This is an optimization exercise on Yosys and OpenROAD, whose aim is small area, a short achievable clock period and few clock cycles per item, not a production implementation.
Where RTL was checked, it was by simulation tests only, not by an equivalence proof against the original.

==> build 22: inputs <==
==> flow/design.v <==
package tlbpt_pkg;
   localparam int TLB_ENTRIES = 4;
   localparam int PAGE_COUNT  = 16;
   localparam int FRAME_COUNT = 8;
   localparam int PAGE_BYTES  = 256;
   localparam int TLB_W    = $clog2(TLB_ENTRIES);
   localparam int PAGE_W   = $clog2(PAGE_COUNT);
   localparam int FRAME_W  = $clog2(FRAME_COUNT);
   localparam int OFFSET_W = $clog2(PAGE_BYTES);
   localparam int ADDR_W  = 12;
   localparam int PHYS_W  = 11;
   localparam int COUNT_W = 16;
endpackage
import tlbpt_pkg::*;
module tlbpt_ctrl
(
   input  logic              clock,
   input  logic              reset,
   input  logic              start,
   input  logic [ADDR_W-1:0] req_addr,
   output logic              busy,
   output logic              req_valid,
   output logic [ADDR_W-1:0] req_addr_ff
);
   always_ff @(posedge clock) begin
      if (reset) begin
         req_valid <= 1'b0;
      end else begin
         req_valid <= start;
      end
      req_addr_ff <= req_addr;
   end
   assign busy = 1'b0;
endmodule
import tlbpt_pkg::*;
module tlbpt_datapath
(
   input  logic               clock,
   input  logic               reset,
   input  logic               valid,
   input  logic [ADDR_W-1:0]  addr,
   output logic               rsp_valid,
   output logic [PHYS_W-1:0]  phys_addr,
   output logic               tlb_hit,
   output logic               page_fault,
   output logic               evicted,
   output logic [PAGE_W-1:0]  evicted_page,
   output logic [FRAME_W-1:0] frame_used,
   output logic [TLB_W-1:0]   tlb_slot,
   output logic [COUNT_W-1:0] hit_total,
   output logic [COUNT_W-1:0] fault_total
);
   logic [FRAME_COUNT-1:0]              pos_valid_ff;
   logic [FRAME_COUNT-1:0][PAGE_W-1:0]  pos_page_ff;
   logic [FRAME_COUNT-1:0][FRAME_W-1:0] pos_frame_ff;
   logic [TLB_ENTRIES-1:0][TLB_W-1:0]   pos_slot_ff;
   logic [COUNT_W-1:0]                  hit_count_ff;
   logic [COUNT_W-1:0]                  fault_count_ff;
   logic                rsp_valid_ff;
   logic [OFFSET_W-1:0] offset_ff;
   logic                hit_ff;
   logic                fault_ff;
   logic                ev_ff;
   logic [PAGE_W-1:0]   ev_page_ff;
   logic [PAGE_W-1:0]      page;
   logic [FRAME_COUNT-1:0] match;
   logic                   resident;
   logic                   hit;
   logic                   full;
   logic                   evict;
   logic [FRAME_W-1:0]     used_count;
   logic [FRAME_W-1:0]     match_frame;
   logic [TLB_W-1:0]       match_slot;
   logic [FRAME_W-1:0]     new_frame;
   logic [TLB_W-1:0]       new_slot;
   logic [FRAME_COUNT-1:0] shift;
   assign page = addr[OFFSET_W +: PAGE_W];
   always_comb begin
      for (int k = 0; k < FRAME_COUNT; k++) begin
         match[k] = pos_valid_ff[k] && (pos_page_ff[k] == page);
      end
      resident = |match;
      hit      = |match[TLB_ENTRIES-1:0];
      full     = pos_valid_ff[FRAME_COUNT-1];
      evict    = !resident && full;
      used_count = '0;
      for (int k = 0; k < FRAME_COUNT; k++) begin
         if (pos_valid_ff[k]) used_count = FRAME_W'(k + 1);
      end
      match_frame = '0;
      for (int k = 0; k < FRAME_COUNT; k++) begin
         if (match[k]) match_frame = match_frame | pos_frame_ff[k];
      end
      match_slot = '0;
      for (int k = 0; k < TLB_ENTRIES; k++) begin
         if (match[k]) match_slot = match_slot | pos_slot_ff[k];
      end
      new_frame = resident ? match_frame : (full ? pos_frame_ff[FRAME_COUNT-1] : used_count);
      new_slot  = hit ? match_slot :
                  (pos_valid_ff[TLB_ENTRIES-1] ? pos_slot_ff[TLB_ENTRIES-1] : used_count[TLB_W-1:0]);
      shift[0] = 1'b1;
      for (int k = 1; k < FRAME_COUNT; k++) begin
         shift[k] = shift[k-1] && !match[k-1];
      end
   end
   always_ff @(posedge clock) begin
      if (reset) begin
         pos_valid_ff   <= '0;
         hit_count_ff   <= '0;
         fault_count_ff <= '0;
         rsp_valid_ff   <= 1'b0;
      end else begin
         rsp_valid_ff <= valid;
         if (valid) begin
            pos_valid_ff[0] <= 1'b1;
            for (int k = 1; k < FRAME_COUNT; k++) begin
               if (shift[k]) pos_valid_ff[k] <= pos_valid_ff[k-1];
            end
            if (hit && (hit_count_ff != '1)) begin
               hit_count_ff <= hit_count_ff + COUNT_W'(1);
            end
            if (!resident && (fault_count_ff != '1)) begin
               fault_count_ff <= fault_count_ff + COUNT_W'(1);
            end
         end
      end
   end
   always_ff @(posedge clock) begin
      if (valid) begin
         pos_page_ff[0]  <= page;
         pos_frame_ff[0] <= new_frame;
         pos_slot_ff[0]  <= new_slot;
         for (int k = 1; k < FRAME_COUNT; k++) begin
            if (shift[k]) begin
               pos_page_ff[k]  <= pos_page_ff[k-1];
               pos_frame_ff[k] <= pos_frame_ff[k-1];
            end
         end
         for (int k = 1; k < TLB_ENTRIES; k++) begin
            if (shift[k]) pos_slot_ff[k] <= pos_slot_ff[k-1];
         end
      end
   end
   always_ff @(posedge clock) begin
      offset_ff  <= addr[OFFSET_W-1:0];
      hit_ff     <= hit;
      fault_ff   <= !resident;
      ev_ff      <= evict;
      ev_page_ff <= evict ? pos_page_ff[FRAME_COUNT-1] : '0;
   end
   assign rsp_valid    = rsp_valid_ff;
   assign phys_addr    = PHYS_W'({pos_frame_ff[0], offset_ff});
   assign tlb_hit      = hit_ff;
   assign page_fault   = fault_ff;
   assign evicted      = ev_ff;
   assign evicted_page = ev_page_ff;
   assign frame_used   = pos_frame_ff[0];
   assign tlb_slot     = pos_slot_ff[0];
   assign hit_total    = hit_count_ff;
   assign fault_total  = fault_count_ff;
endmodule
import tlbpt_pkg::*;
module tlb_page_table_lru_translate_core
(
   input  logic               clock,
   input  logic               reset,
   input  logic               start,
   output logic               busy,
   input  logic [ADDR_W-1:0]  req_logical_address,
   output logic               rsp_valid,
   output logic [PHYS_W-1:0]  rsp_physical_address,
   output logic               rsp_tlb_hit,
   output logic               rsp_page_fault,
   output logic               rsp_evicted,
   output logic [PAGE_W-1:0]  rsp_evicted_page,
   output logic [FRAME_W-1:0] rsp_frame_used,
   output logic [TLB_W-1:0]   rsp_tlb_slot,
   output logic [COUNT_W-1:0] rsp_hit_total,
   output logic [COUNT_W-1:0] rsp_fault_total
);
   logic              req_valid;
   logic [ADDR_W-1:0] req_addr_ff;
   tlbpt_ctrl u_ctrl (
      .clock       (clock),
      .reset       (reset),
      .start       (start),
      .req_addr    (req_logical_address),
      .busy        (busy),
      .req_valid   (req_valid),
      .req_addr_ff (req_addr_ff)
   );
   tlbpt_datapath u_datapath (
      .clock        (clock),
      .reset        (reset),
      .valid        (req_valid),
      .addr         (req_addr_ff),
      .rsp_valid    (rsp_valid),
      .phys_addr    (rsp_physical_address),
      .tlb_hit      (rsp_tlb_hit),
      .page_fault   (rsp_page_fault),
      .evicted      (rsp_evicted),
      .evicted_page (rsp_evicted_page),
      .frame_used   (rsp_frame_used),
      .tlb_slot     (rsp_tlb_slot),
      .hit_total    (rsp_hit_total),
      .fault_total  (rsp_fault_total)
   );
endmodule
==> flow/flow/run.sh <==
#!/bin/bash
# Standard layout, with small port buffers and a clock tree without dummy loads.
set -euo pipefail
export BUFFER_PORTS_ARGS="-buffer_cell sky130_fd_sc_hd__buf_2"
export CTS_ARGS="-sink_clustering_enable -repair_clock_nets -dont_use_dummy_load -buf_list {sky130_fd_sc_hd__clkbuf_4 sky130_fd_sc_hd__clkbuf_8} -sink_clustering_size 30 -sink_clustering_max_diameter 60"
bash standard.sh > standard.log 2>&1
==> flow/standard.sh <==
#!/bin/bash
# synth_recipe.tcl (not shown) runs the flow's synth.tcl, then flattens the netlist and writes it again
# the make line also repeats each setting of config.mk as NAME=value (left out here)
make -C /OpenROAD-flow-scripts/flow DESIGN_CONFIG=/design/flow/config.mk WORK_HOME=/design/flow/orfs CLKGATE_MAP_FILE= SYNTH_SCRIPT=/design/flow/synth_recipe.tcl "${@:-finish}"
==> flow/config.mk <==
export PLATFORM = sky130hd
export DESIGN_NAME = tlb_page_table_lru_translate_core
export DESIGN_NICKNAME = tlb_page_table_lru_translate_core
export VERILOG_FILES = /design/flow/design.v
export SDC_FILE = /design/flow/constraint.sdc
export NUM_CORES = 4
export LEC_CHECK = 0
export CAP_MARGIN = 20
export CORE_MARGIN = 2
export CORE_UTILIZATION = 60
export CTS_BUF_LIST = sky130_fd_sc_hd__clkbuf_4 sky130_fd_sc_hd__clkbuf_8
export CTS_CLUSTER_DIAMETER = 60
export CTS_CLUSTER_SIZE = 30
export SLEW_MARGIN = 20
==> flow/constraint.sdc <==
create_clock -name core_clock -period 8.5 [get_ports {clock}]
set_input_delay 1.7000 -clock core_clock [delete_from_list [all_inputs] [get_ports {clock}]]
set_output_delay 1.7000 -clock core_clock [all_outputs]
set_load 0.01 [all_outputs]
==> build 71 (differences from build 22) <==
==> flow/design.v, changed modules only <==
module tlbpt_ctrl
(
   input  logic              clock,
   input  logic              reset,
   input  logic              start,
   input  logic [ADDR_W-1:0] req_addr,
   output logic              busy,
   output logic              req_valid,
   output logic              state_reset,
   output logic [ADDR_W-1:0] req_addr_ff
);
   always_ff @(posedge clock) begin
      if (reset) begin
         req_valid <= 1'b0;
      end else begin
         req_valid <= start;
      end
      req_addr_ff <= req_addr;
      state_reset <= reset;
   end
   assign busy = 1'b0;
endmodule
module tlbpt_datapath
(
   input  logic               clock,
   input  logic               reset,
   input  logic               state_reset,
   input  logic               valid,
   input  logic [ADDR_W-1:0]  addr,
   output logic               rsp_valid,
   output logic [PHYS_W-1:0]  phys_addr,
   output logic               tlb_hit,
   output logic               page_fault,
   output logic               evicted,
   output logic [PAGE_W-1:0]  evicted_page,
   output logic [FRAME_W-1:0] frame_used,
   output logic [TLB_W-1:0]   tlb_slot,
   output logic [COUNT_W-1:0] hit_total,
   output logic [COUNT_W-1:0] fault_total
);
   logic [FRAME_COUNT-1:0]              pos_valid_ff;
   logic [FRAME_COUNT-1:0][PAGE_W-1:0]  pos_page_ff;
   logic [FRAME_COUNT-1:0][FRAME_W-1:0] pos_frame_ff;
   logic [TLB_ENTRIES-1:0][TLB_W-1:0]   pos_slot_ff;
   logic [COUNT_W-1:0]                  hit_count_ff;
   logic [COUNT_W-1:0]                  fault_count_ff;
   logic                rsp_valid_ff;
   logic [OFFSET_W-1:0] offset_ff;
   logic                hit_ff;
   logic                fault_ff;
   logic                ev_ff;
   logic [PAGE_W-1:0]   ev_page_ff;
   logic [FRAME_W-1:0]  frame_ff;       
   logic [TLB_W-1:0]    slot_ff;        
   logic [PAGE_W-1:0]      page;
   logic [FRAME_COUNT-1:0] match;
   logic                   resident;
   logic                   hit;
   logic                   full;
   logic                   evict;
   logic [FRAME_W-1:0]     used_count;
   logic [FRAME_W-1:0]     match_frame;
   logic [TLB_W-1:0]       match_slot;
   logic [FRAME_W-1:0]     new_frame;
   logic [TLB_W-1:0]       new_slot;
   logic [FRAME_COUNT-1:0] shift;
   assign page = addr[OFFSET_W +: PAGE_W];
   always_comb begin
      for (int k = 0; k < FRAME_COUNT; k++) begin
         match[k] = pos_valid_ff[k] && (pos_page_ff[k] == page);
      end
      resident = |match;
      hit      = |match[TLB_ENTRIES-1:0];
      full     = pos_valid_ff[FRAME_COUNT-1];
      evict    = !resident && full;
      used_count = '0;
      for (int k = 0; k < FRAME_COUNT; k++) begin
         if (pos_valid_ff[k]) used_count = FRAME_W'(k + 1);
      end
      match_frame = '0;
      for (int k = 0; k < FRAME_COUNT; k++) begin
         if (match[k]) match_frame = match_frame | pos_frame_ff[k];
      end
      match_slot = '0;
      for (int k = 0; k < TLB_ENTRIES; k++) begin
         if (match[k]) match_slot = match_slot | pos_slot_ff[k];
      end
      new_frame = resident ? match_frame : (full ? pos_frame_ff[FRAME_COUNT-1] : used_count);
      new_slot  = hit ? match_slot :
                  (pos_valid_ff[TLB_ENTRIES-1] ? pos_slot_ff[TLB_ENTRIES-1] : used_count[TLB_W-1:0]);
      shift[0] = 1'b1;
      for (int k = 1; k < FRAME_COUNT; k++) begin
         shift[k] = shift[k-1] && !match[k-1];
      end
   end
   always_ff @(posedge clock) begin
      rsp_valid_ff <= valid && !reset;
   end
   always_ff @(posedge clock) begin
      if (state_reset) begin
         pos_valid_ff <= '0;
      end else begin
         if (valid) begin
            pos_valid_ff[0] <= 1'b1;
            for (int k = 1; k < FRAME_COUNT; k++) begin
               if (shift[k]) pos_valid_ff[k] <= pos_valid_ff[k-1];
            end
         end
      end
   end
   tlbpt_counter u_hit_count (
      .clock (clock),
      .reset (state_reset),
      .inc   (valid && hit),
      .count (hit_count_ff)
   );
   tlbpt_counter u_fault_count (
      .clock (clock),
      .reset (state_reset),
      .inc   (valid && !resident),
      .count (fault_count_ff)
   );
   always_ff @(posedge clock) begin
      if (valid) begin
         pos_page_ff[0]  <= page;
         pos_frame_ff[0] <= new_frame;
         pos_slot_ff[0]  <= new_slot;
         for (int k = 1; k < FRAME_COUNT; k++) begin
            if (shift[k]) begin
               pos_page_ff[k]  <= pos_page_ff[k-1];
               pos_frame_ff[k] <= pos_frame_ff[k-1];
            end
         end
         for (int k = 1; k < TLB_ENTRIES; k++) begin
            if (shift[k]) pos_slot_ff[k] <= pos_slot_ff[k-1];
         end
      end
   end
   always_ff @(posedge clock) begin
      offset_ff  <= addr[OFFSET_W-1:0];
      hit_ff     <= hit;
      fault_ff   <= !resident;
      ev_ff      <= evict;
      ev_page_ff <= evict ? pos_page_ff[FRAME_COUNT-1] : '0;
      frame_ff   <= new_frame;
      slot_ff    <= new_slot;
   end
   assign rsp_valid    = rsp_valid_ff;
   assign phys_addr    = PHYS_W'({frame_ff, offset_ff});
   assign tlb_hit      = hit_ff;
   assign page_fault   = fault_ff;
   assign evicted      = ev_ff;
   assign evicted_page = ev_page_ff;
   assign frame_used   = frame_ff;
   assign tlb_slot     = slot_ff;
   assign hit_total    = hit_count_ff;
   assign fault_total  = fault_count_ff;
endmodule
module tlbpt_counter
(
   input  logic               clock,
   input  logic               reset,
   input  logic               inc,
   output logic [COUNT_W-1:0] count
);
   always_ff @(posedge clock) begin
      if (reset) begin
         count <= '0;
      end else if (inc && (count != '1)) begin
         count <= count + COUNT_W'(1);
      end
   end
endmodule
module tlb_page_table_lru_translate_core
(
   input  logic               clock,
   input  logic               reset,
   input  logic               start,
   output logic               busy,
   input  logic [ADDR_W-1:0]  req_logical_address,
   output logic               rsp_valid,
   output logic [PHYS_W-1:0]  rsp_physical_address,
   output logic               rsp_tlb_hit,
   output logic               rsp_page_fault,
   output logic               rsp_evicted,
   output logic [PAGE_W-1:0]  rsp_evicted_page,
   output logic [FRAME_W-1:0] rsp_frame_used,
   output logic [TLB_W-1:0]   rsp_tlb_slot,
   output logic [COUNT_W-1:0] rsp_hit_total,
   output logic [COUNT_W-1:0] rsp_fault_total
);
   logic              req_valid;
   logic              state_reset;
   logic [ADDR_W-1:0] req_addr_ff;
   tlbpt_ctrl u_ctrl (
      .clock       (clock),
      .reset       (reset),
      .start       (start),
      .req_addr    (req_logical_address),
      .busy        (busy),
      .req_valid   (req_valid),
      .state_reset (state_reset),
      .req_addr_ff (req_addr_ff)
   );
   tlbpt_datapath u_datapath (
      .clock        (clock),
      .reset        (reset),
      .state_reset  (state_reset),
      .valid        (req_valid),
      .addr         (req_addr_ff),
      .rsp_valid    (rsp_valid),
      .phys_addr    (rsp_physical_address),
      .tlb_hit      (rsp_tlb_hit),
      .page_fault   (rsp_page_fault),
      .evicted      (rsp_evicted),
      .evicted_page (rsp_evicted_page),
      .frame_used   (rsp_frame_used),
      .tlb_slot     (rsp_tlb_slot),
      .hit_total    (rsp_hit_total),
      .fault_total  (rsp_fault_total)
   );
endmodule
--- a/flow/flow/run.sh
+++ b/flow/flow/run.sh
@@ -3,4 +3,5 @@
 set -euo pipefail
 export BUFFER_PORTS_ARGS="-buffer_cell sky130_fd_sc_hd__buf_2"
 export CTS_ARGS="-sink_clustering_enable -repair_clock_nets -dont_use_dummy_load -buf_list {sky130_fd_sc_hd__clkbuf_4 sky130_fd_sc_hd__clkbuf_8} -sink_clustering_size 30 -sink_clustering_max_diameter 60"
+export SETUP_SLACK_MARGIN=5.9
 bash standard.sh > standard.log 2>&1
==> results.cfg <==
[route]
wl_met1_mm = 5.13
wl_per_cell_um = 18.3

[critical_path]
cp.depth = 6
ff2ff_path_depth = 6
critPathMaxFanout = 35

[layout]
postLayoutCoreUtil_pct = 68.4
fill_cells = 688
synthToLayoutAreaGrowth_pct = 10.5

[global_route]
grt_first_pass_wirelength_mm = 18.4

[hold_path]
worstHoldStart = u_ctrl.req_addr_ff[3]

[run_status]
status = finished clean

[synth]
synthTopCellsByArea = edfxtp_1, dfxtp_1, or4_1
# the run above: build 22

==> results.cfg <==
[critical_path]
critPathMaxFanout = 4
cp.depth = 1

[route]
wl_met1_mm = 5.08

[layout]
synthToLayoutAreaGrowth_pct = 24.4
fill_cells = 578

[run_status]
status = finished clean

[synth]
synthTopCellsByArea = edfxtp_1, dfxtp_1, xnor2_1

[hold_path]
worstHoldStart = u_ctrl.req_addr_ff[4]
# the run above: build 71

Testbench counts of build 22, summed over its fixed seeds: cycles 16,016, items 16,000.
For build 71, only the layout was checked, not whether the RTL still works.

[what the ideal ports hide]
How much do the figures lean on ideal ports? The routed layouts below were timed once more, with nothing changed but the port constraints. Step 1: set_driving_cell puts a clkbuf_16 on clock and a buf_2 on each other input, an assumption about the parent block. Step 2 adds t to the input delays and takes it off the output delays; t is the mean of the earliest and latest rising clock arrival at the registers after step 1. Input paths then give back, and output paths get back, about the clock's delay inside the block. Three values: ideal ports, drivers, drivers and shift; two values: the first two.
run	t (ns)	setup slack, ns	worst hold slack (ns)	worst register clock-pin slew, ns	worst data-port slew with drivers (ns)
build 22	0.447	5.341 / 5.341 / 5.341	0.331 / 0.331 / 0.331	0.08 / 0.08	0.03
build 71	0.451	5.894 / 5.861 / 5.949	0.328 / 0.328 / 0.328	0.09 / 0.09	0.03
After both steps setup and hold are still met in every run listed.
